Source: an optimization exercise on an open RTL-to-GDS flow (aim: small area and a short achievable clock period). Production flows keep margins and buffers that such runs may drop.
Only simulation tests tie the RTL to the original design; equivalence was not proved.
Power figures rest on the tool's default switching activity, not on a simulated workload.

==> inputs of run a <==
Design trace_top, start of the top module:
module trace_top (
  input  logic       fe_clk,
  input  logic       reset,
  input  logic [7:0] reg_addr,
  input  logic [7:0] reg_wdata,
  input  logic       reg_write,
  input  logic       reg_read,
  output logic [7:0] reg_rdata,
  input  logic [7:0] trace_data,
  input  logic       trace_valid,
  output logic       capturing,
  output logic       trig_out
);
  function automatic [7:0] inc8(input [7:0] q, input en);
    integer i;
    for (i = 0; i < 8; i = i + 1)
      inc8[i] = q[i] ^ (en & (&(q | ~((8'd1 << i) - 8'd1))));
  endfunction
  function automatic [7:0] dec8(input [7:0] q);
    integer i;
    for (i = 0; i < 8; i = i + 1)
      dec8[i] = q[i] ^ (&(~q | ~((8'd1 << i) - 8'd1)));
  endfunction
  function automatic [3:0] inc4(input [3:0] q, input en);
    integer i;
    for (i = 0; i < 4; i = i + 1)
      inc4[i] = q[i] ^ (en & (&(q | ~((4'd1 << i) - 4'd1))));
  endfunction
  logic page0;
  logic hi0, hi1, hi2, hi4;    
  assign page0 = (reg_addr[7:6] == 2'b00);
  assign hi0   = (reg_addr[7:3] == 5'b00000);
  assign hi1   = (reg_addr[7:3] == 5'b00001);
  assign hi2   = (reg_addr[7:3] == 5'b00010);
  assign hi4   = (reg_addr[7:3] == 5'b00100);
  logic [7:0] lo;              
  always_comb
    for (int i = 0; i < 8; i++)
      lo[i] = (reg_addr[2:0] == i[2:0]);
  logic [7:0] wd;
  assign wd = reg_wdata & {8{~reset}};
  logic wr0, wrp, wrm;
  assign wr0 = reg_write & hi0;
  assign wrp = reg_write & hi2;
  assign wrm = reg_write & hi4;
  ...
export LEC_CHECK = 0
export CAP_MARGIN = 20
export CORE_MARGIN = 2
export CORE_UTILIZATION = 40
export SETUP_SLACK_MARGIN = 1.7
export SLEW_MARGIN = 20
create_clock -name core_clock -period 4.0 [get_ports {fe_clk}]
run.sh (not shown) runs the stock make flow with config.mk's settings and CLKGATE_MAP_FILE= SYNTH_SCRIPT=/design/flow/synth_recipe.tcl, a recipe that flattens the netlist after the stock synthesis.
==> inputs of run b, as changes to run a <==
--- a/flow/design.v
+++ b/flow/design.v
@@ -170,49 +170,42 @@
     else if (!trig_out && tcnt_zero)
       tcnt <= trig_width;
     else
       tcnt <= dec8(tcnt);
   end
-  logic [7:0] g0, g1, g2, g4, rd_value;
+  logic [7:0] rd_value, rd_sel;
   always_comb begin
-    case (reg_addr[2:0])
-      3'd0: g0 = {7'b0, armed};
-      3'd1: g0 = {6'b0, rule_en};
-      3'd2: g0 = {6'b0, trig_en};
-      3'd3: g0 = trig_delay;
-      3'd4: g0 = trig_width;
-      3'd5: g0 = {4'b0, busy, ovf, full, empty};
-      3'd6: g0 = empty ? 8'h00 : head[7:0];
-      default: g0 = empty ? 8'h00 : {6'b0, head[9:8]};
+    case (reg_addr[5:0])
+      6'h00: rd_sel = {7'b0, armed};
+      6'h01: rd_sel = {6'b0, rule_en};
+      6'h02: rd_sel = {6'b0, trig_en};
+      6'h03: rd_sel = trig_delay;
+      6'h04: rd_sel = trig_width;
+      6'h05: rd_sel = {4'b0, busy, ovf, full, empty};
+      6'h06: rd_sel = empty ? 8'h00 : head[7:0];
+      6'h07: rd_sel = empty ? 8'h00 : {6'b0, head[9:8]};
+      6'h08: rd_sel = cnt0;
+      6'h09: rd_sel = cnt1;
+      6'h10: rd_sel = pat0[7:0];
+      6'h11: rd_sel = pat0[15:8];
+      6'h12: rd_sel = pat0[23:16];
+      6'h13: rd_sel = pat0[31:24];
+      6'h14: rd_sel = pat1[7:0];
+      6'h15: rd_sel = pat1[15:8];
+      6'h16: rd_sel = pat1[23:16];
+      6'h17: rd_sel = pat1[31:24];
+      6'h20: rd_sel = msk0[7:0];
+      6'h21: rd_sel = msk0[15:8];
+      6'h22: rd_sel = msk0[23:16];
+      6'h23: rd_sel = msk0[31:24];
+      6'h24: rd_sel = msk1[7:0];
+      6'h25: rd_sel = msk1[15:8];
+      6'h26: rd_sel = msk1[23:16];
+      6'h27: rd_sel = msk1[31:24];
+      default: rd_sel = 8'h00;
     endcase
-    case (reg_addr[2:0])
-      3'd0: g1 = cnt0;
-      3'd1: g1 = cnt1;
-      default: g1 = 8'h00;
-    endcase
-    case (reg_addr[2:0])
-      3'd0: g2 = pat0[7:0];
-      3'd1: g2 = pat0[15:8];
-      3'd2: g2 = pat0[23:16];
-      3'd3: g2 = pat0[31:24];
-      3'd4: g2 = pat1[7:0];
-      3'd5: g2 = pat1[15:8];
-      3'd6: g2 = pat1[23:16];
-      default: g2 = pat1[31:24];
-    endcase
-    case (reg_addr[2:0])
-      3'd0: g4 = msk0[7:0];
-      3'd1: g4 = msk0[15:8];
-      3'd2: g4 = msk0[23:16];
-      3'd3: g4 = msk0[31:24];
-      3'd4: g4 = msk1[7:0];
-      3'd5: g4 = msk1[15:8];
-      3'd6: g4 = msk1[23:16];
-      default: g4 = msk1[31:24];
-    endcase
-    rd_value = (({8{hi0}} & g0) | ({8{hi1}} & g1) |
-                ({8{hi2}} & g2) | ({8{hi4}} & g4)) & {8{~reset}};
+    rd_value = rd_sel & {8{page0 & ~reset}};
   end
   always_ff @(posedge fe_clk) begin
     if (reset | reg_read)
       reg_rdata <= rd_value;
   end
==> flow/flow/run.sh (new file) <==
#!/bin/bash
# Standard layout, with the port buffers made from buf_4 cells instead of
# the resizer's default pick.
set -euo pipefail
export BUFFER_PORTS_ARGS="-buffer_cell sky130_fd_sc_hd__buf_4"
bash standard.sh > standard.log 2>&1
==> flow/standard.sh (new file) <==
#!/bin/bash
# synth_recipe.tcl (not shown) runs the flow's synth.tcl, then flattens the netlist and writes it again
# the make line also repeats each setting of config.mk as NAME=value (left out here)
make -C /OpenROAD-flow-scripts/flow DESIGN_CONFIG=/design/flow/config.mk WORK_HOME=/design/flow/orfs CLKGATE_MAP_FILE= SYNTH_SCRIPT=/design/flow/synth_recipe.tcl "${@:-finish}"
Settings changed: CTS_BUF_LIST set to sky130_fd_sc_hd__clkbuf_16, CTS_CLUSTER_DIAMETER set to 60, CTS_CLUSTER_SIZE set to 20.
removed: flow/run.sh
==> comparison <==
- Against run a, the combinational power of run b is smaller by 16%.
- Run a finished clean. Run b completed with no timing, DRC or antenna violations.
- Via count: run a is smaller than run b (about 0.3%).
- Of run a and run b, run a has the higher critical path depth (gap 2).
- Of run a and run b, run b has the higher register-to-register slack (gap 0.05 ns).

[what the ideal ports hide]
In the flow no input, the clock included, has a driving cell. The finished layouts below were timed again as built, in two steps.
Step 1 assumes that a clkbuf_16 drives the clock port and a buf_2 every other input.
Step 2 adds t to the input delays and takes it off the output delays; t is the mean of the earliest and latest rising clock arrival at the registers after step 1. Input paths then give back, and output paths get back, about the clock's delay inside the block.
a / b / c = ideal / step 1 / step 2; a / b = the first two.
run	t (ns)	setup WS [ns]	hold WS [ns]
run a	0.633	1.679 / 1.679 / 1.090	0.368 / 0.368 / 0.368
run b	0.661	1.651 / 1.675 / 1.014	0.375 / 0.375 / 0.375
After both steps setup and hold are still met in every run listed. The setup slack of run b, which loses most, moves by +0.024 ns with the drivers and by -0.637 ns with both steps.
